Background: an optimization exercise with open tools, aiming at small area, a short achievable clock period and few clock cycles. Do not read the settings as production practice. The RTL was checked by simulation tests, not by an equivalence proof against the original design. No activity file was given, so power comes from the tool's default toggle rates.

--- design/flow/design.v ---
`timescale 1ns/1ps
module qm_merge_engine (
    input  logic [31:0] f,        
    output logic [31:0] row_nz,   
    input  logic [31:0] row_oh,   
    output logic [31:0] row,      
    input  logic [4:0]  cmask,    
    input  logic [31:0] cval_oh,  
    output logic        ess       
);
    wire t1 = f[0] & f[1];
    wire t2 = f[2] & f[3];
    wire t3 = f[4] & f[5];
    wire t4 = f[6] & f[7];
    wire t5 = f[8] & f[9];
    wire t6 = f[10] & f[11];
    wire t7 = f[12] & f[13];
    wire t8 = f[14] & f[15];
    wire t9 = f[16] & f[17];
    wire t10 = f[18] & f[19];
    wire t11 = f[20] & f[21];
    wire t12 = f[22] & f[23];
    wire t13 = f[24] & f[25];
    wire t14 = f[26] & f[27];
    wire t15 = f[28] & f[29];
    wire t16 = f[30] & f[31];
    wire t17 = f[0] & f[2];
    wire t18 = f[1] & f[3];
    wire t19 = f[4] & f[6];
    wire t20 = f[5] & f[7];
    wire t21 = f[8] & f[10];
    wire t22 = f[9] & f[11];
    wire t23 = f[12] & f[14];
    wire t24 = f[13] & f[15];
    wire t25 = f[16] & f[18];
    wire t26 = f[17] & f[19];
    wire t27 = f[20] & f[22];
    wire t28 = f[21] & f[23];
    wire t29 = f[24] & f[26];
    wire t30 = f[25] & f[27];
    wire t31 = f[28] & f[30];
    wire t32 = f[29] & f[31];
    wire t33 = t17 & t18;
    wire t34 = t19 & t20;
    wire t35 = t21 & t22;
    wire t36 = t23 & t24;
    wire t37 = t25 & t26;
    wire t38 = t27 & t28;
    wire t39 = t29 & t30;
    wire t40 = t31 & t32;
    wire t41 = f[0] & f[4];
    wire t42 = f[1] & f[5];
    wire t43 = f[2] & f[6];
    wire t44 = f[3] & f[7];
    wire t45 = f[8] & f[12];
    wire t46 = f[9] & f[13];
    wire t47 = f[10] & f[14];
    wire t48 = f[11] & f[15];
    wire t49 = f[16] & f[20];
    wire t50 = f[17] & f[21];
    wire t51 = f[18] & f[22];
    wire t52 = f[19] & f[23];
    wire t53 = f[24] & f[28];
    wire t54 = f[25] & f[29];
    wire t55 = f[26] & f[30];
    wire t56 = f[27] & f[31];
    wire t57 = t41 & t42;
    wire t58 = t43 & t44;
    wire t59 = t45 & t46;
    wire t60 = t47 & t48;
    wire t61 = t49 & t50;
    wire t62 = t51 & t52;
    wire t63 = t53 & t54;
    wire t64 = t55 & t56;
    wire t65 = t41 & t43;
    wire t66 = t42 & t44;
    wire t67 = t45 & t47;
    wire t68 = t46 & t48;
    wire t69 = t49 & t51;
    wire t70 = t50 & t52;
    wire t71 = t53 & t55;
    wire t72 = t54 & t56;
    wire t73 = t65 & t66;
    wire t74 = t67 & t68;
    wire t75 = t69 & t70;
    wire t76 = t71 & t72;
    wire t77 = f[0] & f[8];
    wire t78 = f[1] & f[9];
    wire t79 = f[2] & f[10];
    wire t80 = f[3] & f[11];
    wire t81 = f[4] & f[12];
    wire t82 = f[5] & f[13];
    wire t83 = f[6] & f[14];
    wire t84 = f[7] & f[15];
    wire t85 = f[16] & f[24];
    wire t86 = f[17] & f[25];
    wire t87 = f[18] & f[26];
    wire t88 = f[19] & f[27];
    wire t89 = f[20] & f[28];
    wire t90 = f[21] & f[29];
    wire t91 = f[22] & f[30];
    wire t92 = f[23] & f[31];
    wire t93 = t77 & t78;
    wire t94 = t79 & t80;
    wire t95 = t81 & t82;
    wire t96 = t83 & t84;
    wire t97 = t85 & t86;
    wire t98 = t87 & t88;
    wire t99 = t89 & t90;
    wire t100 = t91 & t92;
    wire t101 = t77 & t79;
    wire t102 = t78 & t80;
    wire t103 = t81 & t83;
    wire t104 = t82 & t84;
    wire t105 = t85 & t87;
    wire t106 = t86 & t88;
    wire t107 = t89 & t91;
    wire t108 = t90 & t92;
    wire t109 = t101 & t102;
    wire t110 = t103 & t104;
    wire t111 = t105 & t106;
    wire t112 = t107 & t108;
    wire t113 = t77 & t81;
    wire t114 = t78 & t82;
    wire t115 = t79 & t83;
    wire t116 = t80 & t84;
    wire t117 = t85 & t89;
    wire t118 = t86 & t90;
    wire t119 = t87 & t91;
    wire t120 = t88 & t92;
    wire t121 = t113 & t114;
    wire t122 = t115 & t116;
    wire t123 = t117 & t118;
    wire t124 = t119 & t120;
    wire t125 = t113 & t115;
    wire t126 = t114 & t116;
    wire t127 = t117 & t119;
    wire t128 = t118 & t120;
    wire t129 = t125 & t126;
    wire t130 = t127 & t128;
    wire t131 = f[0] & f[16];
    wire t132 = f[1] & f[17];
    wire t133 = f[2] & f[18];
    wire t134 = f[3] & f[19];
    wire t135 = f[4] & f[20];
    wire t136 = f[5] & f[21];
    wire t137 = f[6] & f[22];
    wire t138 = f[7] & f[23];
    wire t139 = f[8] & f[24];
    wire t140 = f[9] & f[25];
    wire t141 = f[10] & f[26];
    wire t142 = f[11] & f[27];
    wire t143 = f[12] & f[28];
    wire t144 = f[13] & f[29];
    wire t145 = f[14] & f[30];
    wire t146 = f[15] & f[31];
    wire t147 = t131 & t132;
    wire t148 = t133 & t134;
    wire t149 = t135 & t136;
    wire t150 = t137 & t138;
    wire t151 = t139 & t140;
    wire t152 = t141 & t142;
    wire t153 = t143 & t144;
    wire t154 = t145 & t146;
    wire t155 = t131 & t133;
    wire t156 = t132 & t134;
    wire t157 = t135 & t137;
    wire t158 = t136 & t138;
    wire t159 = t139 & t141;
    wire t160 = t140 & t142;
    wire t161 = t143 & t145;
    wire t162 = t144 & t146;
    wire t163 = t155 & t156;
    wire t164 = t157 & t158;
    wire t165 = t159 & t160;
    wire t166 = t161 & t162;
    wire t167 = t131 & t135;
    wire t168 = t132 & t136;
    wire t169 = t133 & t137;
    wire t170 = t134 & t138;
    wire t171 = t139 & t143;
    wire t172 = t140 & t144;
    wire t173 = t141 & t145;
    wire t174 = t142 & t146;
    wire t175 = t167 & t168;
    wire t176 = t169 & t170;
    wire t177 = t171 & t172;
    wire t178 = t173 & t174;
    wire t179 = t167 & t169;
    wire t180 = t168 & t170;
    wire t181 = t171 & t173;
    wire t182 = t172 & t174;
    wire t183 = t179 & t180;
    wire t184 = t181 & t182;
    wire t185 = t131 & t139;
    wire t186 = t132 & t140;
    wire t187 = t133 & t141;
    wire t188 = t134 & t142;
    wire t189 = t135 & t143;
    wire t190 = t136 & t144;
    wire t191 = t137 & t145;
    wire t192 = t138 & t146;
    wire t193 = t185 & t186;
    wire t194 = t187 & t188;
    wire t195 = t189 & t190;
    wire t196 = t191 & t192;
    wire t197 = t185 & t187;
    wire t198 = t186 & t188;
    wire t199 = t189 & t191;
    wire t200 = t190 & t192;
    wire t201 = t197 & t198;
    wire t202 = t199 & t200;
    wire t203 = t185 & t189;
    wire t204 = t186 & t190;
    wire t205 = t187 & t191;
    wire t206 = t188 & t192;
    wire t207 = t203 & t204;
    wire t208 = t205 & t206;
    wire t209 = t203 & t205;
    wire t210 = t204 & t206;
    wire t211 = t209 & t210;
    wire t212 = f[0] & ~(f[1] | f[2] | f[4] | f[8] | f[16]);
    wire t213 = f[1] & ~(f[0] | f[3] | f[5] | f[9] | f[17]);
    wire t214 = f[2] & ~(f[3] | f[0] | f[6] | f[10] | f[18]);
    wire t215 = f[3] & ~(f[2] | f[1] | f[7] | f[11] | f[19]);
    wire t216 = f[4] & ~(f[5] | f[6] | f[0] | f[12] | f[20]);
    wire t217 = f[5] & ~(f[4] | f[7] | f[1] | f[13] | f[21]);
    wire t218 = f[6] & ~(f[7] | f[4] | f[2] | f[14] | f[22]);
    wire t219 = f[7] & ~(f[6] | f[5] | f[3] | f[15] | f[23]);
    wire t220 = f[8] & ~(f[9] | f[10] | f[12] | f[0] | f[24]);
    wire t221 = f[9] & ~(f[8] | f[11] | f[13] | f[1] | f[25]);
    wire t222 = f[10] & ~(f[11] | f[8] | f[14] | f[2] | f[26]);
    wire t223 = f[11] & ~(f[10] | f[9] | f[15] | f[3] | f[27]);
    wire t224 = f[12] & ~(f[13] | f[14] | f[8] | f[4] | f[28]);
    wire t225 = f[13] & ~(f[12] | f[15] | f[9] | f[5] | f[29]);
    wire t226 = f[14] & ~(f[15] | f[12] | f[10] | f[6] | f[30]);
    wire t227 = f[15] & ~(f[14] | f[13] | f[11] | f[7] | f[31]);
    wire t228 = f[16] & ~(f[17] | f[18] | f[20] | f[24] | f[0]);
    wire t229 = f[17] & ~(f[16] | f[19] | f[21] | f[25] | f[1]);
    wire t230 = f[18] & ~(f[19] | f[16] | f[22] | f[26] | f[2]);
    wire t231 = f[19] & ~(f[18] | f[17] | f[23] | f[27] | f[3]);
    wire t232 = f[20] & ~(f[21] | f[22] | f[16] | f[28] | f[4]);
    wire t233 = f[21] & ~(f[20] | f[23] | f[17] | f[29] | f[5]);
    wire t234 = f[22] & ~(f[23] | f[20] | f[18] | f[30] | f[6]);
    wire t235 = f[23] & ~(f[22] | f[21] | f[19] | f[31] | f[7]);
    wire t236 = f[24] & ~(f[25] | f[26] | f[28] | f[16] | f[8]);
    wire t237 = f[25] & ~(f[24] | f[27] | f[29] | f[17] | f[9]);
    wire t238 = f[26] & ~(f[27] | f[24] | f[30] | f[18] | f[10]);
    wire t239 = f[27] & ~(f[26] | f[25] | f[31] | f[19] | f[11]);
    wire t240 = f[28] & ~(f[29] | f[30] | f[24] | f[20] | f[12]);
    wire t241 = f[29] & ~(f[28] | f[31] | f[25] | f[21] | f[13]);
    wire t242 = f[30] & ~(f[31] | f[28] | f[26] | f[22] | f[14]);
    wire t243 = f[31] & ~(f[30] | f[29] | f[27] | f[23] | f[15]);
    wire t244 = t1 & ~(t2 | t3 | t5 | t9);
    wire t245 = t2 & ~(t1 | t4 | t6 | t10);
    wire t246 = t3 & ~(t4 | t1 | t7 | t11);
    wire t247 = t4 & ~(t3 | t2 | t8 | t12);
    wire t248 = t5 & ~(t6 | t7 | t1 | t13);
    wire t249 = t6 & ~(t5 | t8 | t2 | t14);
    wire t250 = t7 & ~(t8 | t5 | t3 | t15);
    wire t251 = t8 & ~(t7 | t6 | t4 | t16);
    wire t252 = t9 & ~(t10 | t11 | t13 | t1);
    wire t253 = t10 & ~(t9 | t12 | t14 | t2);
    wire t254 = t11 & ~(t12 | t9 | t15 | t3);
    wire t255 = t12 & ~(t11 | t10 | t16 | t4);
    wire t256 = t13 & ~(t14 | t15 | t9 | t5);
    wire t257 = t14 & ~(t13 | t16 | t10 | t6);
    wire t258 = t15 & ~(t16 | t13 | t11 | t7);
    wire t259 = t16 & ~(t15 | t14 | t12 | t8);
    wire t260 = t17 & ~(t18 | t19 | t21 | t25);
    wire t261 = t18 & ~(t17 | t20 | t22 | t26);
    wire t262 = t19 & ~(t20 | t17 | t23 | t27);
    wire t263 = t20 & ~(t19 | t18 | t24 | t28);
    wire t264 = t21 & ~(t22 | t23 | t17 | t29);
    wire t265 = t22 & ~(t21 | t24 | t18 | t30);
    wire t266 = t23 & ~(t24 | t21 | t19 | t31);
    wire t267 = t24 & ~(t23 | t22 | t20 | t32);
    wire t268 = t25 & ~(t26 | t27 | t29 | t17);
    wire t269 = t26 & ~(t25 | t28 | t30 | t18);
    wire t270 = t27 & ~(t28 | t25 | t31 | t19);
    wire t271 = t28 & ~(t27 | t26 | t32 | t20);
    wire t272 = t29 & ~(t30 | t31 | t25 | t21);
    wire t273 = t30 & ~(t29 | t32 | t26 | t22);
    wire t274 = t31 & ~(t32 | t29 | t27 | t23);
    wire t275 = t32 & ~(t31 | t30 | t28 | t24);
    wire t276 = t33 & ~(t34 | t35 | t37);
    wire t277 = t34 & ~(t33 | t36 | t38);
    wire t278 = t35 & ~(t36 | t33 | t39);
    wire t279 = t36 & ~(t35 | t34 | t40);
    wire t280 = t37 & ~(t38 | t39 | t33);
    wire t281 = t38 & ~(t37 | t40 | t34);
    wire t282 = t39 & ~(t40 | t37 | t35);
    wire t283 = t40 & ~(t39 | t38 | t36);
    wire t284 = t41 & ~(t42 | t43 | t45 | t49);
    wire t285 = t42 & ~(t41 | t44 | t46 | t50);
    wire t286 = t43 & ~(t44 | t41 | t47 | t51);
    wire t287 = t44 & ~(t43 | t42 | t48 | t52);
    wire t288 = t45 & ~(t46 | t47 | t41 | t53);
    wire t289 = t46 & ~(t45 | t48 | t42 | t54);
    wire t290 = t47 & ~(t48 | t45 | t43 | t55);
    wire t291 = t48 & ~(t47 | t46 | t44 | t56);
    wire t292 = t49 & ~(t50 | t51 | t53 | t41);
    wire t293 = t50 & ~(t49 | t52 | t54 | t42);
    wire t294 = t51 & ~(t52 | t49 | t55 | t43);
    wire t295 = t52 & ~(t51 | t50 | t56 | t44);
    wire t296 = t53 & ~(t54 | t55 | t49 | t45);
    wire t297 = t54 & ~(t53 | t56 | t50 | t46);
    wire t298 = t55 & ~(t56 | t53 | t51 | t47);
    wire t299 = t56 & ~(t55 | t54 | t52 | t48);
    wire t300 = t57 & ~(t58 | t59 | t61);
    wire t301 = t58 & ~(t57 | t60 | t62);
    wire t302 = t59 & ~(t60 | t57 | t63);
    wire t303 = t60 & ~(t59 | t58 | t64);
    wire t304 = t61 & ~(t62 | t63 | t57);
    wire t305 = t62 & ~(t61 | t64 | t58);
    wire t306 = t63 & ~(t64 | t61 | t59);
    wire t307 = t64 & ~(t63 | t62 | t60);
    wire t308 = t65 & ~(t66 | t67 | t69);
    wire t309 = t66 & ~(t65 | t68 | t70);
    wire t310 = t67 & ~(t68 | t65 | t71);
    wire t311 = t68 & ~(t67 | t66 | t72);
    wire t312 = t69 & ~(t70 | t71 | t65);
    wire t313 = t70 & ~(t69 | t72 | t66);
    wire t314 = t71 & ~(t72 | t69 | t67);
    wire t315 = t72 & ~(t71 | t70 | t68);
    wire t316 = t73 & ~(t74 | t75);
    wire t317 = t74 & ~(t73 | t76);
    wire t318 = t75 & ~(t76 | t73);
    wire t319 = t76 & ~(t75 | t74);
    wire t320 = t77 & ~(t78 | t79 | t81 | t85);
    wire t321 = t78 & ~(t77 | t80 | t82 | t86);
    wire t322 = t79 & ~(t80 | t77 | t83 | t87);
    wire t323 = t80 & ~(t79 | t78 | t84 | t88);
    wire t324 = t81 & ~(t82 | t83 | t77 | t89);
    wire t325 = t82 & ~(t81 | t84 | t78 | t90);
    wire t326 = t83 & ~(t84 | t81 | t79 | t91);
    wire t327 = t84 & ~(t83 | t82 | t80 | t92);
    wire t328 = t85 & ~(t86 | t87 | t89 | t77);
    wire t329 = t86 & ~(t85 | t88 | t90 | t78);
    wire t330 = t87 & ~(t88 | t85 | t91 | t79);
    wire t331 = t88 & ~(t87 | t86 | t92 | t80);
    wire t332 = t89 & ~(t90 | t91 | t85 | t81);
    wire t333 = t90 & ~(t89 | t92 | t86 | t82);
    wire t334 = t91 & ~(t92 | t89 | t87 | t83);
    wire t335 = t92 & ~(t91 | t90 | t88 | t84);
    wire t336 = t93 & ~(t94 | t95 | t97);
    wire t337 = t94 & ~(t93 | t96 | t98);
    wire t338 = t95 & ~(t96 | t93 | t99);
    wire t339 = t96 & ~(t95 | t94 | t100);
    wire t340 = t97 & ~(t98 | t99 | t93);
    wire t341 = t98 & ~(t97 | t100 | t94);
    wire t342 = t99 & ~(t100 | t97 | t95);
    wire t343 = t100 & ~(t99 | t98 | t96);
    wire t344 = t101 & ~(t102 | t103 | t105);
    wire t345 = t102 & ~(t101 | t104 | t106);
    wire t346 = t103 & ~(t104 | t101 | t107);
    wire t347 = t104 & ~(t103 | t102 | t108);
    wire t348 = t105 & ~(t106 | t107 | t101);
    wire t349 = t106 & ~(t105 | t108 | t102);
    wire t350 = t107 & ~(t108 | t105 | t103);
    wire t351 = t108 & ~(t107 | t106 | t104);
    wire t352 = t109 & ~(t110 | t111);
    wire t353 = t110 & ~(t109 | t112);
    wire t354 = t111 & ~(t112 | t109);
    wire t355 = t112 & ~(t111 | t110);
    wire t356 = t113 & ~(t114 | t115 | t117);
    wire t357 = t114 & ~(t113 | t116 | t118);
    wire t358 = t115 & ~(t116 | t113 | t119);
    wire t359 = t116 & ~(t115 | t114 | t120);
    wire t360 = t117 & ~(t118 | t119 | t113);
    wire t361 = t118 & ~(t117 | t120 | t114);
    wire t362 = t119 & ~(t120 | t117 | t115);
    wire t363 = t120 & ~(t119 | t118 | t116);
    wire t364 = t121 & ~(t122 | t123);
    wire t365 = t122 & ~(t121 | t124);
    wire t366 = t123 & ~(t124 | t121);
    wire t367 = t124 & ~(t123 | t122);
    wire t368 = t125 & ~(t126 | t127);
    wire t369 = t126 & ~(t125 | t128);
    wire t370 = t127 & ~(t128 | t125);
    wire t371 = t128 & ~(t127 | t126);
    wire t372 = t129 & ~(t130);
    wire t373 = t130 & ~(t129);
    wire t374 = t131 & ~(t132 | t133 | t135 | t139);
    wire t375 = t132 & ~(t131 | t134 | t136 | t140);
    wire t376 = t133 & ~(t134 | t131 | t137 | t141);
    wire t377 = t134 & ~(t133 | t132 | t138 | t142);
    wire t378 = t135 & ~(t136 | t137 | t131 | t143);
    wire t379 = t136 & ~(t135 | t138 | t132 | t144);
    wire t380 = t137 & ~(t138 | t135 | t133 | t145);
    wire t381 = t138 & ~(t137 | t136 | t134 | t146);
    wire t382 = t139 & ~(t140 | t141 | t143 | t131);
    wire t383 = t140 & ~(t139 | t142 | t144 | t132);
    wire t384 = t141 & ~(t142 | t139 | t145 | t133);
    wire t385 = t142 & ~(t141 | t140 | t146 | t134);
    wire t386 = t143 & ~(t144 | t145 | t139 | t135);
    wire t387 = t144 & ~(t143 | t146 | t140 | t136);
    wire t388 = t145 & ~(t146 | t143 | t141 | t137);
    wire t389 = t146 & ~(t145 | t144 | t142 | t138);
    wire t390 = t147 & ~(t148 | t149 | t151);
    wire t391 = t148 & ~(t147 | t150 | t152);
    wire t392 = t149 & ~(t150 | t147 | t153);
    wire t393 = t150 & ~(t149 | t148 | t154);
    wire t394 = t151 & ~(t152 | t153 | t147);
    wire t395 = t152 & ~(t151 | t154 | t148);
    wire t396 = t153 & ~(t154 | t151 | t149);
    wire t397 = t154 & ~(t153 | t152 | t150);
    wire t398 = t155 & ~(t156 | t157 | t159);
    wire t399 = t156 & ~(t155 | t158 | t160);
    wire t400 = t157 & ~(t158 | t155 | t161);
    wire t401 = t158 & ~(t157 | t156 | t162);
    wire t402 = t159 & ~(t160 | t161 | t155);
    wire t403 = t160 & ~(t159 | t162 | t156);
    wire t404 = t161 & ~(t162 | t159 | t157);
    wire t405 = t162 & ~(t161 | t160 | t158);
    wire t406 = t163 & ~(t164 | t165);
    wire t407 = t164 & ~(t163 | t166);
    wire t408 = t165 & ~(t166 | t163);
    wire t409 = t166 & ~(t165 | t164);
    wire t410 = t167 & ~(t168 | t169 | t171);
    wire t411 = t168 & ~(t167 | t170 | t172);
    wire t412 = t169 & ~(t170 | t167 | t173);
    wire t413 = t170 & ~(t169 | t168 | t174);
    wire t414 = t171 & ~(t172 | t173 | t167);
    wire t415 = t172 & ~(t171 | t174 | t168);
    wire t416 = t173 & ~(t174 | t171 | t169);
    wire t417 = t174 & ~(t173 | t172 | t170);
    wire t418 = t175 & ~(t176 | t177);
    wire t419 = t176 & ~(t175 | t178);
    wire t420 = t177 & ~(t178 | t175);
    wire t421 = t178 & ~(t177 | t176);
    wire t422 = t179 & ~(t180 | t181);
    wire t423 = t180 & ~(t179 | t182);
    wire t424 = t181 & ~(t182 | t179);
    wire t425 = t182 & ~(t181 | t180);
    wire t426 = t183 & ~(t184);
    wire t427 = t184 & ~(t183);
    wire t428 = t185 & ~(t186 | t187 | t189);
    wire t429 = t186 & ~(t185 | t188 | t190);
    wire t430 = t187 & ~(t188 | t185 | t191);
    wire t431 = t188 & ~(t187 | t186 | t192);
    wire t432 = t189 & ~(t190 | t191 | t185);
    wire t433 = t190 & ~(t189 | t192 | t186);
    wire t434 = t191 & ~(t192 | t189 | t187);
    wire t435 = t192 & ~(t191 | t190 | t188);
    wire t436 = t193 & ~(t194 | t195);
    wire t437 = t194 & ~(t193 | t196);
    wire t438 = t195 & ~(t196 | t193);
    wire t439 = t196 & ~(t195 | t194);
    wire t440 = t197 & ~(t198 | t199);
    wire t441 = t198 & ~(t197 | t200);
    wire t442 = t199 & ~(t200 | t197);
    wire t443 = t200 & ~(t199 | t198);
    wire t444 = t201 & ~(t202);
    wire t445 = t202 & ~(t201);
    wire t446 = t203 & ~(t204 | t205);
    wire t447 = t204 & ~(t203 | t206);
    wire t448 = t205 & ~(t206 | t203);
    wire t449 = t206 & ~(t205 | t204);
    wire t450 = t207 & ~(t208);
    wire t451 = t208 & ~(t207);
    wire t452 = t209 & ~(t210);
    wire t453 = t210 & ~(t209);
    assign row_nz[0] = t212 | t213 | t214 | t215 | t216 | t217 | t218 | t219 | t220 | t221 | t222 | t223 | t224 | t225 | t226 | t227 | t228 | t229 | t230 | t231 | t232 | t233 | t234 | t235 | t236 | t237 | t238 | t239 | t240 | t241 | t242 | t243;
    assign row_nz[1] = t244 | t245 | t246 | t247 | t248 | t249 | t250 | t251 | t252 | t253 | t254 | t255 | t256 | t257 | t258 | t259;
    assign row_nz[2] = t260 | t261 | t262 | t263 | t264 | t265 | t266 | t267 | t268 | t269 | t270 | t271 | t272 | t273 | t274 | t275;
    assign row_nz[3] = t276 | t277 | t278 | t279 | t280 | t281 | t282 | t283;
    assign row_nz[4] = t284 | t285 | t286 | t287 | t288 | t289 | t290 | t291 | t292 | t293 | t294 | t295 | t296 | t297 | t298 | t299;
    assign row_nz[5] = t300 | t301 | t302 | t303 | t304 | t305 | t306 | t307;
    assign row_nz[6] = t308 | t309 | t310 | t311 | t312 | t313 | t314 | t315;
    assign row_nz[7] = t316 | t317 | t318 | t319;
    assign row_nz[8] = t320 | t321 | t322 | t323 | t324 | t325 | t326 | t327 | t328 | t329 | t330 | t331 | t332 | t333 | t334 | t335;
    assign row_nz[9] = t336 | t337 | t338 | t339 | t340 | t341 | t342 | t343;
    assign row_nz[10] = t344 | t345 | t346 | t347 | t348 | t349 | t350 | t351;
    assign row_nz[11] = t352 | t353 | t354 | t355;
    assign row_nz[12] = t356 | t357 | t358 | t359 | t360 | t361 | t362 | t363;
    assign row_nz[13] = t364 | t365 | t366 | t367;
    assign row_nz[14] = t368 | t369 | t370 | t371;
    assign row_nz[15] = t372 | t373;
    assign row_nz[16] = t374 | t375 | t376 | t377 | t378 | t379 | t380 | t381 | t382 | t383 | t384 | t385 | t386 | t387 | t388 | t389;
    assign row_nz[17] = t390 | t391 | t392 | t393 | t394 | t395 | t396 | t397;
    assign row_nz[18] = t398 | t399 | t400 | t401 | t402 | t403 | t404 | t405;
    assign row_nz[19] = t406 | t407 | t408 | t409;
    assign row_nz[20] = t410 | t411 | t412 | t413 | t414 | t415 | t416 | t417;
    assign row_nz[21] = t418 | t419 | t420 | t421;
    assign row_nz[22] = t422 | t423 | t424 | t425;
    assign row_nz[23] = t426 | t427;
    assign row_nz[24] = t428 | t429 | t430 | t431 | t432 | t433 | t434 | t435;
    assign row_nz[25] = t436 | t437 | t438 | t439;
    assign row_nz[26] = t440 | t441 | t442 | t443;
    assign row_nz[27] = t444 | t445;
    assign row_nz[28] = t446 | t447 | t448 | t449;
    assign row_nz[29] = t450 | t451;
    assign row_nz[30] = t452 | t453;
    assign row_nz[31] = t211;
    assign row[0] = (row_oh[0] & t212) | (row_oh[1] & t244) | (row_oh[2] & t260) | (row_oh[3] & t276) | (row_oh[4] & t284) | (row_oh[5] & t300) | (row_oh[6] & t308) | (row_oh[7] & t316) | (row_oh[8] & t320) | (row_oh[9] & t336) | (row_oh[10] & t344) | (row_oh[11] & t352) | (row_oh[12] & t356) | (row_oh[13] & t364) | (row_oh[14] & t368) | (row_oh[15] & t372) | (row_oh[16] & t374) | (row_oh[17] & t390) | (row_oh[18] & t398) | (row_oh[19] & t406) | (row_oh[20] & t410) | (row_oh[21] & t418) | (row_oh[22] & t422) | (row_oh[23] & t426) | (row_oh[24] & t428) | (row_oh[25] & t436) | (row_oh[26] & t440) | (row_oh[27] & t444) | (row_oh[28] & t446) | (row_oh[29] & t450) | (row_oh[30] & t452) | (row_oh[31] & t211);
    assign row[1] = (row_oh[0] & t213) | (row_oh[2] & t261) | (row_oh[4] & t285) | (row_oh[6] & t309) | (row_oh[8] & t321) | (row_oh[10] & t345) | (row_oh[12] & t357) | (row_oh[14] & t369) | (row_oh[16] & t375) | (row_oh[18] & t399) | (row_oh[20] & t411) | (row_oh[22] & t423) | (row_oh[24] & t429) | (row_oh[26] & t441) | (row_oh[28] & t447) | (row_oh[30] & t453);
    assign row[2] = (row_oh[0] & t214) | (row_oh[1] & t245) | (row_oh[4] & t286) | (row_oh[5] & t301) | (row_oh[8] & t322) | (row_oh[9] & t337) | (row_oh[12] & t358) | (row_oh[13] & t365) | (row_oh[16] & t376) | (row_oh[17] & t391) | (row_oh[20] & t412) | (row_oh[21] & t419) | (row_oh[24] & t430) | (row_oh[25] & t437) | (row_oh[28] & t448) | (row_oh[29] & t451);
    assign row[3] = (row_oh[0] & t215) | (row_oh[4] & t287) | (row_oh[8] & t323) | (row_oh[12] & t359) | (row_oh[16] & t377) | (row_oh[20] & t413) | (row_oh[24] & t431) | (row_oh[28] & t449);
    assign row[4] = (row_oh[0] & t216) | (row_oh[1] & t246) | (row_oh[2] & t262) | (row_oh[3] & t277) | (row_oh[8] & t324) | (row_oh[9] & t338) | (row_oh[10] & t346) | (row_oh[11] & t353) | (row_oh[16] & t378) | (row_oh[17] & t392) | (row_oh[18] & t400) | (row_oh[19] & t407) | (row_oh[24] & t432) | (row_oh[25] & t438) | (row_oh[26] & t442) | (row_oh[27] & t445);
    assign row[5] = (row_oh[0] & t217) | (row_oh[2] & t263) | (row_oh[8] & t325) | (row_oh[10] & t347) | (row_oh[16] & t379) | (row_oh[18] & t401) | (row_oh[24] & t433) | (row_oh[26] & t443);
    assign row[6] = (row_oh[0] & t218) | (row_oh[1] & t247) | (row_oh[8] & t326) | (row_oh[9] & t339) | (row_oh[16] & t380) | (row_oh[17] & t393) | (row_oh[24] & t434) | (row_oh[25] & t439);
    assign row[7] = (row_oh[0] & t219) | (row_oh[8] & t327) | (row_oh[16] & t381) | (row_oh[24] & t435);
    assign row[8] = (row_oh[0] & t220) | (row_oh[1] & t248) | (row_oh[2] & t264) | (row_oh[3] & t278) | (row_oh[4] & t288) | (row_oh[5] & t302) | (row_oh[6] & t310) | (row_oh[7] & t317) | (row_oh[16] & t382) | (row_oh[17] & t394) | (row_oh[18] & t402) | (row_oh[19] & t408) | (row_oh[20] & t414) | (row_oh[21] & t420) | (row_oh[22] & t424) | (row_oh[23] & t427);
    assign row[9] = (row_oh[0] & t221) | (row_oh[2] & t265) | (row_oh[4] & t289) | (row_oh[6] & t311) | (row_oh[16] & t383) | (row_oh[18] & t403) | (row_oh[20] & t415) | (row_oh[22] & t425);
    assign row[10] = (row_oh[0] & t222) | (row_oh[1] & t249) | (row_oh[4] & t290) | (row_oh[5] & t303) | (row_oh[16] & t384) | (row_oh[17] & t395) | (row_oh[20] & t416) | (row_oh[21] & t421);
    assign row[11] = (row_oh[0] & t223) | (row_oh[4] & t291) | (row_oh[16] & t385) | (row_oh[20] & t417);
    assign row[12] = (row_oh[0] & t224) | (row_oh[1] & t250) | (row_oh[2] & t266) | (row_oh[3] & t279) | (row_oh[16] & t386) | (row_oh[17] & t396) | (row_oh[18] & t404) | (row_oh[19] & t409);
    assign row[13] = (row_oh[0] & t225) | (row_oh[2] & t267) | (row_oh[16] & t387) | (row_oh[18] & t405);
    assign row[14] = (row_oh[0] & t226) | (row_oh[1] & t251) | (row_oh[16] & t388) | (row_oh[17] & t397);
    assign row[15] = (row_oh[0] & t227) | (row_oh[16] & t389);
    assign row[16] = (row_oh[0] & t228) | (row_oh[1] & t252) | (row_oh[2] & t268) | (row_oh[3] & t280) | (row_oh[4] & t292) | (row_oh[5] & t304) | (row_oh[6] & t312) | (row_oh[7] & t318) | (row_oh[8] & t328) | (row_oh[9] & t340) | (row_oh[10] & t348) | (row_oh[11] & t354) | (row_oh[12] & t360) | (row_oh[13] & t366) | (row_oh[14] & t370) | (row_oh[15] & t373);
    assign row[17] = (row_oh[0] & t229) | (row_oh[2] & t269) | (row_oh[4] & t293) | (row_oh[6] & t313) | (row_oh[8] & t329) | (row_oh[10] & t349) | (row_oh[12] & t361) | (row_oh[14] & t371);
    assign row[18] = (row_oh[0] & t230) | (row_oh[1] & t253) | (row_oh[4] & t294) | (row_oh[5] & t305) | (row_oh[8] & t330) | (row_oh[9] & t341) | (row_oh[12] & t362) | (row_oh[13] & t367);
    assign row[19] = (row_oh[0] & t231) | (row_oh[4] & t295) | (row_oh[8] & t331) | (row_oh[12] & t363);
    assign row[20] = (row_oh[0] & t232) | (row_oh[1] & t254) | (row_oh[2] & t270) | (row_oh[3] & t281) | (row_oh[8] & t332) | (row_oh[9] & t342) | (row_oh[10] & t350) | (row_oh[11] & t355);
    assign row[21] = (row_oh[0] & t233) | (row_oh[2] & t271) | (row_oh[8] & t333) | (row_oh[10] & t351);
    assign row[22] = (row_oh[0] & t234) | (row_oh[1] & t255) | (row_oh[8] & t334) | (row_oh[9] & t343);
    assign row[23] = (row_oh[0] & t235) | (row_oh[8] & t335);
    assign row[24] = (row_oh[0] & t236) | (row_oh[1] & t256) | (row_oh[2] & t272) | (row_oh[3] & t282) | (row_oh[4] & t296) | (row_oh[5] & t306) | (row_oh[6] & t314) | (row_oh[7] & t319);
    assign row[25] = (row_oh[0] & t237) | (row_oh[2] & t273) | (row_oh[4] & t297) | (row_oh[6] & t315);
    assign row[26] = (row_oh[0] & t238) | (row_oh[1] & t257) | (row_oh[4] & t298) | (row_oh[5] & t307);
    assign row[27] = (row_oh[0] & t239) | (row_oh[4] & t299);
    assign row[28] = (row_oh[0] & t240) | (row_oh[1] & t258) | (row_oh[2] & t274) | (row_oh[3] & t283);
    assign row[29] = (row_oh[0] & t241) | (row_oh[2] & t275);
    assign row[30] = (row_oh[0] & t242) | (row_oh[1] & t259);
    assign row[31] = (row_oh[0] & t243);
    wire z0 = (cmask[0] | ~f[1]) & (cmask[1] | ~f[2]) & (cmask[2] | ~f[4]) & (cmask[3] | ~f[8]) & (cmask[4] | ~f[16]);
    wire z1 = (cmask[0] | ~f[0]) & (cmask[1] | ~f[3]) & (cmask[2] | ~f[5]) & (cmask[3] | ~f[9]) & (cmask[4] | ~f[17]);
    wire z2 = (cmask[0] | ~f[3]) & (cmask[1] | ~f[0]) & (cmask[2] | ~f[6]) & (cmask[3] | ~f[10]) & (cmask[4] | ~f[18]);
    wire z3 = (cmask[0] | ~f[2]) & (cmask[1] | ~f[1]) & (cmask[2] | ~f[7]) & (cmask[3] | ~f[11]) & (cmask[4] | ~f[19]);
    wire z4 = (cmask[0] | ~f[5]) & (cmask[1] | ~f[6]) & (cmask[2] | ~f[0]) & (cmask[3] | ~f[12]) & (cmask[4] | ~f[20]);
    wire z5 = (cmask[0] | ~f[4]) & (cmask[1] | ~f[7]) & (cmask[2] | ~f[1]) & (cmask[3] | ~f[13]) & (cmask[4] | ~f[21]);
    wire z6 = (cmask[0] | ~f[7]) & (cmask[1] | ~f[4]) & (cmask[2] | ~f[2]) & (cmask[3] | ~f[14]) & (cmask[4] | ~f[22]);
    wire z7 = (cmask[0] | ~f[6]) & (cmask[1] | ~f[5]) & (cmask[2] | ~f[3]) & (cmask[3] | ~f[15]) & (cmask[4] | ~f[23]);
    wire z8 = (cmask[0] | ~f[9]) & (cmask[1] | ~f[10]) & (cmask[2] | ~f[12]) & (cmask[3] | ~f[0]) & (cmask[4] | ~f[24]);
    wire z9 = (cmask[0] | ~f[8]) & (cmask[1] | ~f[11]) & (cmask[2] | ~f[13]) & (cmask[3] | ~f[1]) & (cmask[4] | ~f[25]);
    wire z10 = (cmask[0] | ~f[11]) & (cmask[1] | ~f[8]) & (cmask[2] | ~f[14]) & (cmask[3] | ~f[2]) & (cmask[4] | ~f[26]);
    wire z11 = (cmask[0] | ~f[10]) & (cmask[1] | ~f[9]) & (cmask[2] | ~f[15]) & (cmask[3] | ~f[3]) & (cmask[4] | ~f[27]);
    wire z12 = (cmask[0] | ~f[13]) & (cmask[1] | ~f[14]) & (cmask[2] | ~f[8]) & (cmask[3] | ~f[4]) & (cmask[4] | ~f[28]);
    wire z13 = (cmask[0] | ~f[12]) & (cmask[1] | ~f[15]) & (cmask[2] | ~f[9]) & (cmask[3] | ~f[5]) & (cmask[4] | ~f[29]);
    wire z14 = (cmask[0] | ~f[15]) & (cmask[1] | ~f[12]) & (cmask[2] | ~f[10]) & (cmask[3] | ~f[6]) & (cmask[4] | ~f[30]);
    wire z15 = (cmask[0] | ~f[14]) & (cmask[1] | ~f[13]) & (cmask[2] | ~f[11]) & (cmask[3] | ~f[7]) & (cmask[4] | ~f[31]);
    wire z16 = (cmask[0] | ~f[17]) & (cmask[1] | ~f[18]) & (cmask[2] | ~f[20]) & (cmask[3] | ~f[24]) & (cmask[4] | ~f[0]);
    wire z17 = (cmask[0] | ~f[16]) & (cmask[1] | ~f[19]) & (cmask[2] | ~f[21]) & (cmask[3] | ~f[25]) & (cmask[4] | ~f[1]);
    wire z18 = (cmask[0] | ~f[19]) & (cmask[1] | ~f[16]) & (cmask[2] | ~f[22]) & (cmask[3] | ~f[26]) & (cmask[4] | ~f[2]);
    wire z19 = (cmask[0] | ~f[18]) & (cmask[1] | ~f[17]) & (cmask[2] | ~f[23]) & (cmask[3] | ~f[27]) & (cmask[4] | ~f[3]);
    wire z20 = (cmask[0] | ~f[21]) & (cmask[1] | ~f[22]) & (cmask[2] | ~f[16]) & (cmask[3] | ~f[28]) & (cmask[4] | ~f[4]);
    wire z21 = (cmask[0] | ~f[20]) & (cmask[1] | ~f[23]) & (cmask[2] | ~f[17]) & (cmask[3] | ~f[29]) & (cmask[4] | ~f[5]);
    wire z22 = (cmask[0] | ~f[23]) & (cmask[1] | ~f[20]) & (cmask[2] | ~f[18]) & (cmask[3] | ~f[30]) & (cmask[4] | ~f[6]);
    wire z23 = (cmask[0] | ~f[22]) & (cmask[1] | ~f[21]) & (cmask[2] | ~f[19]) & (cmask[3] | ~f[31]) & (cmask[4] | ~f[7]);
    wire z24 = (cmask[0] | ~f[25]) & (cmask[1] | ~f[26]) & (cmask[2] | ~f[28]) & (cmask[3] | ~f[16]) & (cmask[4] | ~f[8]);
    wire z25 = (cmask[0] | ~f[24]) & (cmask[1] | ~f[27]) & (cmask[2] | ~f[29]) & (cmask[3] | ~f[17]) & (cmask[4] | ~f[9]);
    wire z26 = (cmask[0] | ~f[27]) & (cmask[1] | ~f[24]) & (cmask[2] | ~f[30]) & (cmask[3] | ~f[18]) & (cmask[4] | ~f[10]);
    wire z27 = (cmask[0] | ~f[26]) & (cmask[1] | ~f[25]) & (cmask[2] | ~f[31]) & (cmask[3] | ~f[19]) & (cmask[4] | ~f[11]);
    wire z28 = (cmask[0] | ~f[29]) & (cmask[1] | ~f[30]) & (cmask[2] | ~f[24]) & (cmask[3] | ~f[20]) & (cmask[4] | ~f[12]);
    wire z29 = (cmask[0] | ~f[28]) & (cmask[1] | ~f[31]) & (cmask[2] | ~f[25]) & (cmask[3] | ~f[21]) & (cmask[4] | ~f[13]);
    wire z30 = (cmask[0] | ~f[31]) & (cmask[1] | ~f[28]) & (cmask[2] | ~f[26]) & (cmask[3] | ~f[22]) & (cmask[4] | ~f[14]);
    wire z31 = (cmask[0] | ~f[30]) & (cmask[1] | ~f[29]) & (cmask[2] | ~f[27]) & (cmask[3] | ~f[23]) & (cmask[4] | ~f[15]);
    wire t454 = z0 | (cmask[0] & z1);
    wire t455 = z2 | (cmask[0] & z3);
    wire t456 = z4 | (cmask[0] & z5);
    wire t457 = z6 | (cmask[0] & z7);
    wire t458 = z8 | (cmask[0] & z9);
    wire t459 = z10 | (cmask[0] & z11);
    wire t460 = z12 | (cmask[0] & z13);
    wire t461 = z14 | (cmask[0] & z15);
    wire t462 = z16 | (cmask[0] & z17);
    wire t463 = z18 | (cmask[0] & z19);
    wire t464 = z20 | (cmask[0] & z21);
    wire t465 = z22 | (cmask[0] & z23);
    wire t466 = z24 | (cmask[0] & z25);
    wire t467 = z26 | (cmask[0] & z27);
    wire t468 = z28 | (cmask[0] & z29);
    wire t469 = z30 | (cmask[0] & z31);
    wire t470 = t454 | (cmask[1] & t455);
    wire t471 = z1 | (cmask[1] & z3);
    wire t472 = t456 | (cmask[1] & t457);
    wire t473 = z5 | (cmask[1] & z7);
    wire t474 = t458 | (cmask[1] & t459);
    wire t475 = z9 | (cmask[1] & z11);
    wire t476 = t460 | (cmask[1] & t461);
    wire t477 = z13 | (cmask[1] & z15);
    wire t478 = t462 | (cmask[1] & t463);
    wire t479 = z17 | (cmask[1] & z19);
    wire t480 = t464 | (cmask[1] & t465);
    wire t481 = z21 | (cmask[1] & z23);
    wire t482 = t466 | (cmask[1] & t467);
    wire t483 = z25 | (cmask[1] & z27);
    wire t484 = t468 | (cmask[1] & t469);
    wire t485 = z29 | (cmask[1] & z31);
    wire t486 = t470 | (cmask[2] & t472);
    wire t487 = t471 | (cmask[2] & t473);
    wire t488 = t455 | (cmask[2] & t457);
    wire t489 = z3 | (cmask[2] & z7);
    wire t490 = t474 | (cmask[2] & t476);
    wire t491 = t475 | (cmask[2] & t477);
    wire t492 = t459 | (cmask[2] & t461);
    wire t493 = z11 | (cmask[2] & z15);
    wire t494 = t478 | (cmask[2] & t480);
    wire t495 = t479 | (cmask[2] & t481);
    wire t496 = t463 | (cmask[2] & t465);
    wire t497 = z19 | (cmask[2] & z23);
    wire t498 = t482 | (cmask[2] & t484);
    wire t499 = t483 | (cmask[2] & t485);
    wire t500 = t467 | (cmask[2] & t469);
    wire t501 = z27 | (cmask[2] & z31);
    wire t502 = t486 | (cmask[3] & t490);
    wire t503 = t487 | (cmask[3] & t491);
    wire t504 = t488 | (cmask[3] & t492);
    wire t505 = t489 | (cmask[3] & t493);
    wire t506 = t472 | (cmask[3] & t476);
    wire t507 = t473 | (cmask[3] & t477);
    wire t508 = t457 | (cmask[3] & t461);
    wire t509 = z7 | (cmask[3] & z15);
    wire t510 = t494 | (cmask[3] & t498);
    wire t511 = t495 | (cmask[3] & t499);
    wire t512 = t496 | (cmask[3] & t500);
    wire t513 = t497 | (cmask[3] & t501);
    wire t514 = t480 | (cmask[3] & t484);
    wire t515 = t481 | (cmask[3] & t485);
    wire t516 = t465 | (cmask[3] & t469);
    wire t517 = z23 | (cmask[3] & z31);
    wire t518 = t502 | (cmask[4] & t510);
    wire t519 = t503 | (cmask[4] & t511);
    wire t520 = t504 | (cmask[4] & t512);
    wire t521 = t505 | (cmask[4] & t513);
    wire t522 = t506 | (cmask[4] & t514);
    wire t523 = t507 | (cmask[4] & t515);
    wire t524 = t508 | (cmask[4] & t516);
    wire t525 = t509 | (cmask[4] & t517);
    wire t526 = t490 | (cmask[4] & t498);
    wire t527 = t491 | (cmask[4] & t499);
    wire t528 = t492 | (cmask[4] & t500);
    wire t529 = t493 | (cmask[4] & t501);
    wire t530 = t476 | (cmask[4] & t484);
    wire t531 = t477 | (cmask[4] & t485);
    wire t532 = t461 | (cmask[4] & t469);
    wire t533 = z15 | (cmask[4] & z31);
    assign ess = (cval_oh[0] & t518) | (cval_oh[1] & t519) | (cval_oh[2] & t520) | (cval_oh[3] & t521) | (cval_oh[4] & t522) | (cval_oh[5] & t523) | (cval_oh[6] & t524) | (cval_oh[7] & t525) | (cval_oh[8] & t526) | (cval_oh[9] & t527) | (cval_oh[10] & t528) | (cval_oh[11] & t529) | (cval_oh[12] & t530) | (cval_oh[13] & t531) | (cval_oh[14] & t532) | (cval_oh[15] & t533) | (cval_oh[16] & t510) | (cval_oh[17] & t511) | (cval_oh[18] & t512) | (cval_oh[19] & t513) | (cval_oh[20] & t514) | (cval_oh[21] & t515) | (cval_oh[22] & t516) | (cval_oh[23] & t517) | (cval_oh[24] & t498) | (cval_oh[25] & t499) | (cval_oh[26] & t500) | (cval_oh[27] & t501) | (cval_oh[28] & t484) | (cval_oh[29] & t485) | (cval_oh[30] & t469) | (cval_oh[31] & z31);
endmodule
`timescale 1ns/1ps
module qm_top (
    input  logic        clk,
    input  logic        rst_n,
    input  logic        psel,
    input  logic        penable,
    input  logic        pwrite,
    input  logic [11:0] paddr,
    input  logic [31:0] pwdata,
    output logic [31:0] prdata,
    output logic        pready,
    output logic        pslverr
);
    function automatic logic [31:0] lowest(input logic [31:0] x);
        logic [31:0] p;
        p = x;
        for (int s = 0; s < 5; s++) begin
            for (int i = 0; i < 32; i++) begin
                if ((i >> s) & 1) p[i] = p[i] | p[((i >> s) << s) - 1];
            end
        end
        lowest = x & ~{p[30:0], 1'b0};
    endfunction
    function automatic logic [4:0] enc(input logic [31:0] oh);
        enc = '0;
        for (int i = 0; i < 32; i++) begin
            if (oh[i]) enc = enc | 5'(i);
        end
    endfunction
    logic setup, access;
    logic a_onset, a_ctrl, a_status, a_result, mapped;
    logic [4:0] k;
    assign setup    = psel & ~penable;
    assign access   = psel & penable;
    assign a_onset  = (paddr == 12'h000);
    assign a_ctrl   = (paddr == 12'h004);
    assign a_status = (paddr == 12'h008);
    assign a_result = (paddr[11:7] == 5'b00010) && (paddr[1:0] == 2'b00);
    assign mapped   = a_onset | a_ctrl | a_status | a_result;
    assign k        = paddr[6:2];
    logic [31:0] onset, spec, run_onset;
    logic        busy, busy_q, pend, done;
    logic        chg;
    logic [1:0]  stab;
    logic        prep_ok;
    assign spec = (psel && pwrite && a_onset) ? pwdata : onset;
    assign chg  = ~busy & ((setup & pwrite & a_onset) | busy_q);
    always_ff @(posedge clk) begin
        if (!rst_n) begin
            onset <= '0;
        end else if (access && pwrite && a_onset) begin
            onset <= pwdata;
        end
        if (!busy) begin
            run_onset <= spec;
        end
    end
    logic [31:0] row_nz_c;            
    logic [31:0] rowbits;             
    logic [4:0]  mcur;                
    logic [31:0] rr;                  
    logic [31:0] src_oh, row_c;
    logic [31:0] v_oh, rest;
    logic [4:0]  v;
    logic        ess;
    logic        prepping, go_q;
    logic        start_now, step, first, ins, last, any;
    logic [5:0]  prime_cnt, ess_cnt, pc_inc, ec_inc;
    logic [3:0]  age_lo;              
    logic [7:0]  age_hi;              
    qm_merge_engine i_engine (
        .f      (run_onset),
        .row_nz (row_nz_c),
        .row_oh (src_oh),
        .row    (row_c),
        .cmask  (mcur),
        .cval_oh(v_oh),
        .ess    (ess)
    );
    assign prepping = (~busy | pend) & ~prep_ok;
    assign src_oh = lowest(rr);
    assign v_oh = lowest(rowbits);
    assign v    = enc(v_oh);
    assign rest = rowbits & ~v_oh;
    assign any  = |rowbits;
    assign last = (rest == '0) && (rr == '0);
    always_ff @(posedge clk) begin
        go_q <= rst_n & setup & pwrite & a_ctrl & pwdata[0];
    end
    assign start_now = go_q & ~busy;
    assign step      = (start_now & prep_ok) | (busy & ~pend) | (pend & prep_ok);
    assign first     = step & ~(busy & ~pend);
    assign ins       = step & any;
    assign pc_inc = prime_cnt + 6'd1;
    assign ec_inc = ess_cnt + 6'd1;
    always_ff @(posedge clk) begin
        if (step) begin
            if (rest == '0) begin
                rowbits <= row_c;
                mcur    <= enc(src_oh);
                rr      <= rr & ~src_oh;
            end else begin
                rowbits <= rest;
            end
        end else if (prepping) begin
            if (stab == 2'd0) begin
                rr      <= row_nz_c;
            end else begin
                rowbits <= row_c;
                mcur    <= enc(src_oh);
                rr      <= rr & ~src_oh;
            end
        end
        if (first & ins) begin
            age_lo <= 4'b0001;
            age_hi <= 8'b0000_0001;
        end else begin
            age_lo <= {age_lo[2:0], age_lo[3]};
            if (age_lo[3]) age_hi <= {age_hi[6:0], age_hi[7]};
        end
    end
    always_ff @(posedge clk) begin
        if (!rst_n) begin
            busy      <= 1'b0;
            busy_q    <= 1'b0;
            pend      <= 1'b0;
            done      <= 1'b0;
            stab      <= 2'd0;
            prime_cnt <= '0;
            ess_cnt   <= '0;
        end else begin
            busy_q <= busy;
            if ((!busy || pend) && !chg) begin
                stab <= (stab == 2'd2) ? 2'd2 : stab + 2'd1;
            end else begin
                stab <= 2'd0;
            end
            if (start_now) begin
                busy <= 1'b1;
                done <= 1'b0;
                pend <= ~prep_ok;
            end
            if (step) begin
                prime_cnt <= first ? {5'd0, ins} : pc_inc;
                if (first)           ess_cnt <= {5'd0, ins & ess};
                else if (ins && ess) ess_cnt <= ec_inc;
                pend      <= 1'b0;
                if (!any || last) begin
                    busy <= 1'b0;
                    done <= 1'b1;
                end else begin
                    busy <= 1'b1;
                    done <= 1'b0;
                end
            end
        end
    end
    assign prep_ok = (stab == 2'd2);
    logic [10:0] ring [32];
    always_ff @(posedge clk) begin
        ring[0] <= ins ? {ess, mcur, v} : ring[31];
        for (int j = 1; j < 32; j++) begin
            ring[j] <= ring[j-1];
        end
    end
    logic        rd_onset, rd_status, err_q;
    logic [10:0] rd_q;
    logic [10:0] rword;
    logic [3:0]  k_lo_oh, lo_oh;
    logic [7:0]  k_hi_oh, hi0_oh, hi_oh;
    logic        lo_borrow;
    logic [10:0] grp [8];
    always_comb begin
        for (int i = 0; i < 4; i++) k_lo_oh[i] = (k[1:0] == 2'(i));
        for (int i = 0; i < 8; i++) k_hi_oh[i] = (k[4:2] == 3'(i));
        lo_borrow = 1'b0;
        for (int a = 0; a < 4; a++) lo_borrow = lo_borrow | (age_lo[a] & (k[1:0] > 2'(a)));
        for (int l = 0; l < 4; l++) begin
            lo_oh[l] = 1'b0;
            for (int a = 0; a < 4; a++) lo_oh[l] = lo_oh[l] | (age_lo[a] & k_lo_oh[(a - l + 4) % 4]);
        end
        for (int h = 0; h < 8; h++) begin
            hi0_oh[h] = 1'b0;
            for (int a = 0; a < 8; a++) hi0_oh[h] = hi0_oh[h] | (age_hi[a] & k_hi_oh[(a - h + 8) % 8]);
        end
        for (int h = 0; h < 8; h++) hi_oh[h] = lo_borrow ? hi0_oh[(h + 1) % 8] : hi0_oh[h];
        for (int h = 0; h < 8; h++) begin
            grp[h] = '0;
            for (int l = 0; l < 4; l++) grp[h] = grp[h] | (lo_oh[l] ? ring[4*h + l] : 11'd0);
        end
        rword = '0;
        for (int h = 0; h < 8; h++) rword = rword | (hi_oh[h] ? grp[h] : 11'd0);
    end
    always_ff @(posedge clk) begin
        rd_q      <= (~pwrite & a_result & ({1'b0, k} < prime_cnt)) ? rword : 11'd0;
        rd_onset  <= ~pwrite & a_onset;
        rd_status <= ~pwrite & a_status;
        err_q     <= ~mapped | (pwrite & (a_status | a_result));
    end
    always_comb begin
        prdata = {15'd0, rd_q[10], 3'd0, rd_q[9:5], 3'd0, rd_q[4:0]};
        if (rd_onset)  prdata = prdata | onset;
        if (rd_status) prdata = prdata | {10'd0, ess_cnt, 2'd0, prime_cnt, 6'd0, done, busy};
    end
    assign pready  = 1'b1;
    assign pslverr = err_q;
endmodule
--- design/flow/flow/run.sh ---
#!/bin/bash
# Standard ORFS flow, with timing repair aiming past the clock target and
# plain buffers on the ports.
set -euo pipefail
bash standard.sh SETUP_SLACK_MARGIN=8.5 'BUFFER_PORTS_ARGS=-buffer_cell sky130_fd_sc_hd__buf_2' finish > standard.log 2>&1
--- design/flow/standard.sh ---
#!/bin/bash
# synth_recipe.tcl (not shown) runs the flow's synth.tcl, then flattens the netlist and writes it again
# the make line also repeats each setting of config.mk as NAME=value (left out here)
make -C /OpenROAD-flow-scripts/flow DESIGN_CONFIG=/design/flow/config.mk WORK_HOME=/design/flow/orfs CLKGATE_MAP_FILE= SYNTH_SCRIPT=/design/flow/synth_recipe.tcl "${@:-finish}"
--- design/flow/config.mk ---
export PLATFORM = sky130hd
export DESIGN_NAME = qm_top
export DESIGN_NICKNAME = qm_top
export VERILOG_FILES = /design/flow/design.v
export SDC_FILE = /design/flow/constraint.sdc
export NUM_CORES = 8
export LEC_CHECK = 0
export ABC_AREA = 1
export CAP_MARGIN = 30
export CORE_MARGIN = 2
export CORE_UTILIZATION = 40
export SLEW_MARGIN = 20
--- design/flow/constraint.sdc ---
create_clock -name core_clock -period 12.0 [get_ports {clk}]
set_input_delay 2.4000 -clock core_clock [delete_from_list [all_inputs] [get_ports {clk}]]
set_output_delay 2.4000 -clock core_clock [all_outputs]
set_load 0.01 [all_outputs]
==> notes.md, run 1 <==
- Hold Path Class: register to register
- CP required: 9.60 ns
- Worst-Margin Slew: 0.9133 ns
- R2R cell count: 18
- Mean Syn Cell Area: 7.160 µm²
- Yosys warns: 3
- Number of port buffers: 81
- Worst Skew: 0.05705 ns
- Grt total ovfl: 0
- FF-to-FF Start: run_onset[10]
- Final core utilization: 0.5205
- Post-synthesis cell area: 26220 µm²
- Clock-pin transition on the worst setup and hold timing paths: 0.06 ns
- Setup crit start kind: register
- Ranking of synthesized cells by area: dfxtp_1 (33%), nand2_1 (13%), edfxtp_1 (12%), inv_1 (6.2%), nor2_1 (5.7%)
- Setup TNS: 0 ns
- Setup crit end: prdata[0]
- Seq/Total Area, Yosys: 0.4432
- DIE WIDTH: 260.0 µm
- Worst EP arrival: 1.60 ns
- Post-layout nets: 3958
- CP Max Fanout: 6
- Syn_nets: 3730
- Initial Util: 0.4060
- First-pass GRT wire length: 166000 µm
- Max Slew Vio Count: 0
- Final hold vios: 0
- Clk sinks: 530
- GP Congestion: 1.004
- Worst Setup SP: rd_status
- GRT met1 Usage: 0.4114
- Max Root-Sink Buffers: 3
- Vias in the first global route: 26260
- Initial DRC Count: 3518
- CP Capture Type: output pin
- Fin crit period: 3.999 ns
- DR WL/cell: 23.82 µm
- Filler Cells Inserted: 6083
- Worst slew margin: 0.3847
- Pwr Density: 134.0 nW/µm²
- Vias: 28030
- Cells after synthesis: 3662
- Largest net degree at the start of global routing: 51
- Max-cap violations: 0
- Total GRT Usage: 0.3256
- Drc violations: 0
- Synthesized flop and latch total: 530
- Root Driver: clkbuf_16
- Hold depth: 0
- Worst skew pair latency: 0.66 ns
- Layout area overhead: 28.21%
- Vias per cell: 5.854
- Met3 Use GR: 0.07008
- Num rows: 93
- Core area: 64580 µm²
- Tcrit/Tclk final: 0.3333
- Area of the die: 67620 µm²
- Final Routed Wirelength: 114100 µm
- Post-synth ARST share: 0
- Setup violations, final: 0
- Post-synth top flop: dfxtp_1
- Leading area contributor after synthesis: dfxtp_1
- CTS tree: built
- Area fraction of the dominant cell type after synthesis: 0.3275
- Status: finished clean
- Initial DRT Pass Iterations: 7
- Final HPWL DP: 73580 µm
- GR peak layer: met2
- Max VDD drop: 0.1263 mV
- Static Leak: 14.16 nW
- Reg2Reg Capture Point: rowbits[0]
- H-tree depth: 2
- I/O pin count: 83
- GRT met2 Usage: 0.5117
- Highest cell delay on the worst timing path: 0.38 ns
- Fmax: 250.0 MHz
- Netlist cell types: 64
- Reg2Reg Setup Slack: 8.52 ns
- Initial antenna violation count: 2
- Crit Path Class: register to output pin
- RSZ-0062 raised after global routing: true
- EDFF count, synth: 101
- CTS Buf Count: 55
- Die Ht: 260.0 µm
- CP Cell Sequence: clkinvlp_4 -> o21ai_2 -> buf_2
- CP max-delay cell: dfxtp_4
- Fraction of layout instances using a drive strength above 1: 0.1844
- DRT antenna net count: 0
==> power by group <==
group / switching [W] / total, W / internal (W)
clock: 0.000772 / 0.00176 / 0.000984
combinational: 0.000563 / 0.000809 / 0.000246
sequential: 0.0000499 / 0.00194 / 0.00189
==> sequential cells by signal, summed over array words and instances (netlist names) <==
| register | cells |
|---|---|
| rd_status | 1 |
| busy_q | 1 |
| busy | 1 |
| rd_q | 11 |
| go_q | 1 |
| ess_cnt | 6 |
| stab | 2 |
| run_onset | 32 |
| mcur | 5 |
| err_q | 1 |
| rd_onset | 1 |
| pend | 1 |
| age_hi | 8 |
| onset | 32 |
| rr | 32 |
| prime_cnt | 6 |
| ring | 352 |
| age_lo | 4 |
| rowbits | 32 |
| done | 1 |
==> cell type report <==
class	count	area, µm²	area share
multi-input cells	2545	13970	0.4155
clock inverters	23	245.2	0.007295
diodes	1	2.502	0.00007444
inverters	448	1823	0.05423
clock buffers	76	1599	0.04757
well taps	855	1070	0.03182
repair inverters	6	46.29	0.001377
flip-flops and latches	530	11630	0.3460
repair buffers	304	3232	0.09614
==> Yosys cell counts, drive strengths merged, types with 9 or more instances <==
cell / instances
a31oi: 45
nor2: 406
clkbuf: 110
a221oi: 21
a22oi: 99
nand2: 948
inv: 443
nor4: 67
edfxtp: 101
o22ai: 52
o2111ai: 11
a31o: 9
nand4: 106
a41oi: 16
nand3: 158
or3: 12
nor3: 165
a21oi: 130
a211oi: 16
ha: 19
dfxtp: 429
buf: 36
o21ai: 189
==> critical path, delay by kind of cell, from the launching register on <==
| family | cells | cell delay, ns |
|---|---|---|
| AO/OA/AOI/OAI | 1 | 0.21 |
| buffers and inverters | 2 | 0.34 |
| flip-flops | 1 | 0.38 |
==> worst min path at each step <==
stage             endpoint  slack, ns        start
2_1_floorplan  ring[29][9]       0.33  ring[28][9]
6_report       ring[14][1]       0.33  ring[13][1]
5_1_grt        ring[14][1]       0.32  ring[13][1]
4_1_cts        ring[23][0]       0.31  ring[22][0]
3_5_place_dp   ring[28][7]       0.34  ring[27][7]
3_3_place_gp   ring[27][9]       0.33  ring[26][9]
==> routing by layer <==
metal	wire length, µm	vias to the layer above
met3	10660	479
met2	50040	1564
met4	8221	4
met5	71	-
met1	45070	13100
li1	-	12890
==> repair_timing <==
action / CTS / global route
gates cloned: 32 / 2
hold endpoints to repair: 0 / 0
setup endpoints to repair: 228 / 192
buffers inserted: 134 / 28
pin swaps: 62 / 63
gates resized for setup: 367 / 172
hold buffers: 0 / 0
==> cells in the final DEF, fill, tap and decap left out, types with 19 or more instances in the layout <==
master     count
a22oi_1       93
a21oi_1       92
nand2_4       31
o22ai_1       39
buf_4        136
nor4_1        60
nand4_1      105
buf_6         29
edfxtp_1     101
nor2_2        20
o21ai_2       58
buf_2         72
clkbuf_16     58
o21ai_1       23
nand3_1      150
inv_1        411
buf_16        20
nor3_1       155
o21ai_0       88
buf_12        36
nand2_1      900
a31oi_1       41
ha_1          19
o21ai_4       20
dfxtp_1      425
nor2_1       375
a21oi_2       35
==> per-stage QoR <==
stage | setup slack (ns) | cells | hold WS, ns | cell area (µm²) | total power (W)
CTS | 7.975 | 4756 | 0.3069 | 32600 | 0.004454
global route | 7.967 | 4787 | 0.3196 | 33610 | 0.004637
floorplan | 7.846 | 3662 | 0.3308 | 26470 | 0.002350
detailed placement | 6.296 | 4491 | 0.3361 | 27510 | 0.002578
finish | 8.001 | 4788 | 0.3274 | 33620 | 0.004504
global placement | 6.377 | 4490 | 0.3323 | 27500 | 0.002575
==> kinds of logic (layout without fill, tap and decap cells) <==
group                      count (synthesis)  count (layout)  synth area share
DFF                                      530             530            0.4432
adders and majority gates                 19              19          0.009067
muxes                                      1               1         0.0003818
buffers and inverters                    594             857           0.08728
other                                      1               2         0.0001430
AOI/OAI and AO/OA                        621             621            0.1467
and+or+nand+nor                         1889            1896            0.3109
xor gates and xnor gates                   7               7          0.002338
Testbench counts, summed over its fixed seeds: cycles 7,828.
==> run 2: changes to the inputs <==
==> design/flow/flow/run.sh (replaced) <==
#!/bin/bash
# Standard ORFS flow, with timing repair aiming past the clock target and
# plain buffers on the ports.
set -euo pipefail
bash standard.sh SETUP_SLACK_MARGIN=8 'BUFFER_PORTS_ARGS=-buffer_cell sky130_fd_sc_hd__buf_2' CTS_CLUSTER_SIZE=24 finish > standard.log 2>&1
==> notes.md, run 2 <==
- Status: finished clean
- Static Leak: 12.88 nW
- Post-synthesis cell area: 26220 µm²
- Netlist cell types: 64
- Clock-pin transition on the worst setup and hold timing paths: 0.08 ns
- RSZ-0062 raised after global routing: true
- Pwr Density: 141.7 nW/µm²
- EDFF count, synth: 101
- Setup TNS: 0 ns
- Final WS setup: 7.998 ns
- Worst skew pair latency: 0.65 ns
- WP buf/inv: 3
- CP Cell Sequence: clkinvlp_4 -> buf_4 -> o21ai_4 -> buf_2
- I/O pin count: 83
- Worst hold start: ring[25][7]
- Final core utilization: 0.4760
- Worst Skew: 0.06378 ns
- Clk sinks: 530
- Crit-path leading delay family: buffers and inverters
- Register area: 11630 µm²
- Reg2Reg Setup Slack: 8.10 ns
- Final hold vios: 0
- Post-layout nets: 3835
- DIE WIDTH: 260.0 µm
- Fin crit period: 4.002 ns
- Post-synth ARST share: 0
- CP max-delay cell: dfxtp_4
- FF-to-FF Start: run_onset[6]
- GP Congestion: 1.016
- DRT antenna net count: 0
- Syn_nets: 3730
- Tcrit/Tclk final: 0.3335
- Largest register FFs: 352
- Max Slew Vio Count: 0
- Max-cap violations: 0
- CP Max Fanout: 4
- Area of the multi-input gates: 12800 µm²
- Layout area overhead: 17.25%
- Post-synth top flop: dfxtp_1
- Fraction of layout instances using a drive strength above 1: 0.1079
- Synthesized flop and latch total: 530
- Grt total ovfl: 0
- Setup crit start kind: register
- Commonest cells after routing, fill and taps aside: nand2_1 (933), dfxtp_1 (427), inv_1 (421)
- Highest cell delay on the worst timing path: 0.38 ns
- Count leader, synth: nand2_1
- Setup violations, final: 0
- Leading area contributor after synthesis: dfxtp_1
- Core area: 64580 µm²
- CTS Buf Count: 54
- Final HPWL DP: 73230 µm
- Fmax: 249.9 MHz
- Area fraction of the dominant cell type after synthesis: 0.3275
- Vias: 26730
- Crit Path Class: register to output pin
- Total GRT Usage: 0.3005
- Worst Setup SP: rd_status
- Mean Syn Cell Area: 7.160 µm²
- Hold Path Class: register to register
- Root Driver: clkbuf_16
- CP required: 9.60 ns
- Initial DRC Count: 3048
- Commonest non-fill, non-tap cell in the layout: nand2_1
- Max VDD drop: 0.1667 mV
- Vias per cell: 5.732
- Initial Util: 0.4060
- Seq/Total Area, Yosys: 0.4432
- Biggest register: ring
- Largest net degree at the start of global routing: 83
- First-pass GRT wire length: 155300 µm
- Worst EP arrival: 1.60 ns
- H-tree depth: 2
- Number of port buffers: 81
- Final Routed Wirelength: 104800 µm
- Drc violations: 0
- Vias in the first global route: 25260
- # diodes: 0
- Filler Cells Inserted: 6593
- Initial DRT Pass Iterations: 9
- Num rows: 93
- Dpl ws: 6.311 ns
- CP Capture Type: output pin
- CTS hold repair buffers: 0
- Worst slew margin: 0.3817
- DR WL/cell: 22.47 µm
- Worst-Margin Slew: 0.9275 ns
- Initial antenna violation count: 2
- Die Ht: 260.0 µm
- Max Root-Sink Buffers: 3
- Area of the die: 67620 µm²
- CTS tree: built
- Cells after synthesis: 3662
- Top cells by count, synth: nand2_1 (938), inv_1 (436), dfxtp_1 (429)
- Yosys warns: 3
- Ranking of synthesized cells by area: dfxtp_1 (33%), nand2_1 (13%), edfxtp_1 (12%), inv_1 (6.2%), nor2_1 (5.7%)
## run 2: layer usage
| metal | global-route usage | vias to the layer above | share of wire |
|---|---|---|---|
| met1 | 0.3881 | 12510 | 0.41 |
| met2 | 0.4798 | 1305 | 0.45 |
| met5 | 0 | - | 0.00012 |
| met3 | 0.05760 | 334 | 0.085 |
| li1 | - | 12580 | - |
| met4 | 0.1493 | 2 | 0.055 |
## run 2: stage by stage
stage | hold slack [ns] | instances | power [W] | cell area [µm²]
after floorplan | 0.3308 | 3662 | 0.002350 | 26420
after global placement | 0.3333 | 4494 | 0.002573 | 27510
after detailed placement | 0.3355 | 4495 | 0.002576 | 27540
after CTS | 0.2917 | 4621 | 0.004336 | 29950
after global routing | 0.3027 | 4663 | 0.004512 | 30740
final | 0.2863 | 4663 | 0.004358 | 30740
## run 2: repair_timing
item | in CTS | in global routing
resized for setup | 59 | 106
endpoints found under the hold margin | 0 | 0
endpoints found under the setup margin | 125 | 184
setup buffers | 25 | 37
pin swaps | 6 | 17
cloned | 4 | 4
## run 2: final cells by class
| type | count | share of cell area |
|---|---|---|
| Sequential cell | 530 | 0.3783 |
| Clock inverter | 21 | 0.008547 |
| Multi-Input combinational cell | 2540 | 0.4164 |
| Inverter | 448 | 0.05755 |
| Timing Repair Buffer | 192 | 0.05270 |
| Timing Repair inverter | 1 | 0.0001628 |
| Tap cell | 855 | 0.03480 |
| Clock buffer | 76 | 0.05161 |
## run 2: report_power, final
part	internal (W)	total [W]	switching (W)	leakage, nW
registers	0.00189	0.00194	0.0000485	4.59
clock network	0.000992	0.00174	0.000745	0.909
logic	0.000180	0.000682	0.000502	7.38
total	0.00306	0.00436	0.00130	12.9
## run 2: worst paths after layout
check / cells after the start / end
hold reg to reg: 0 / ring[26][7]
setup reg to reg: 17 / rowbits[0]
setup / recovery: 4 / prdata[8]
hold / removal: 0 / ring[26][7]
## run 2: kinds of logic (layout without fill, tap and decap cells)
logic type,count (synthesis),after routing,synth area share
buffers and inverters,594,738,0.08728
XOR/XNOR,7,7,0.002338
other,1,1,0.0001430
AO/OA/AOI/OAI,621,621,0.1467
flip-flops,530,530,0.4432
AND/OR/NAND/NOR,1889,1891,0.3109
multiplexers,1,1,0.0003818
adder cells (fa/ha/maj),19,19,0.009067

==> re-timing with driven ports <==
Ports are ideal in the flow. The routed layouts listed here were re-timed in OpenROAD. Step 1 (the two cells are an assumption about what drives the block):
set clk [get_ports {clk}]
set_driving_cell -lib_cell sky130_fd_sc_hd__clkbuf_16 $clk
set_driving_cell -lib_cell sky130_fd_sc_hd__buf_2 [delete_from_list [all_inputs] $clk]
Step 2 adds t to the input delays and takes it off the output delays; t is the mean of the earliest and latest rising clock arrival at the registers after step 1. Input paths then give back, and output paths get back, about the clock's delay inside the block. Three values: ideal ports, drivers, drivers and shift; two values: the first two.
run | shift t [ns] | setup WS [ns] | clock arrival spread, ns
run 1 | 0.698 | 8.001 / 7.939 / 7.443 | 0.057 / 0.057
run 2 | 0.682 | 7.998 / 7.934 / 7.449 | 0.064 / 0.064
After both steps setup and hold are still met in every run listed. For run 1, which loses most, drivers alone change the setup slack by -0.062 ns; drivers and shift together by -0.558 ns.
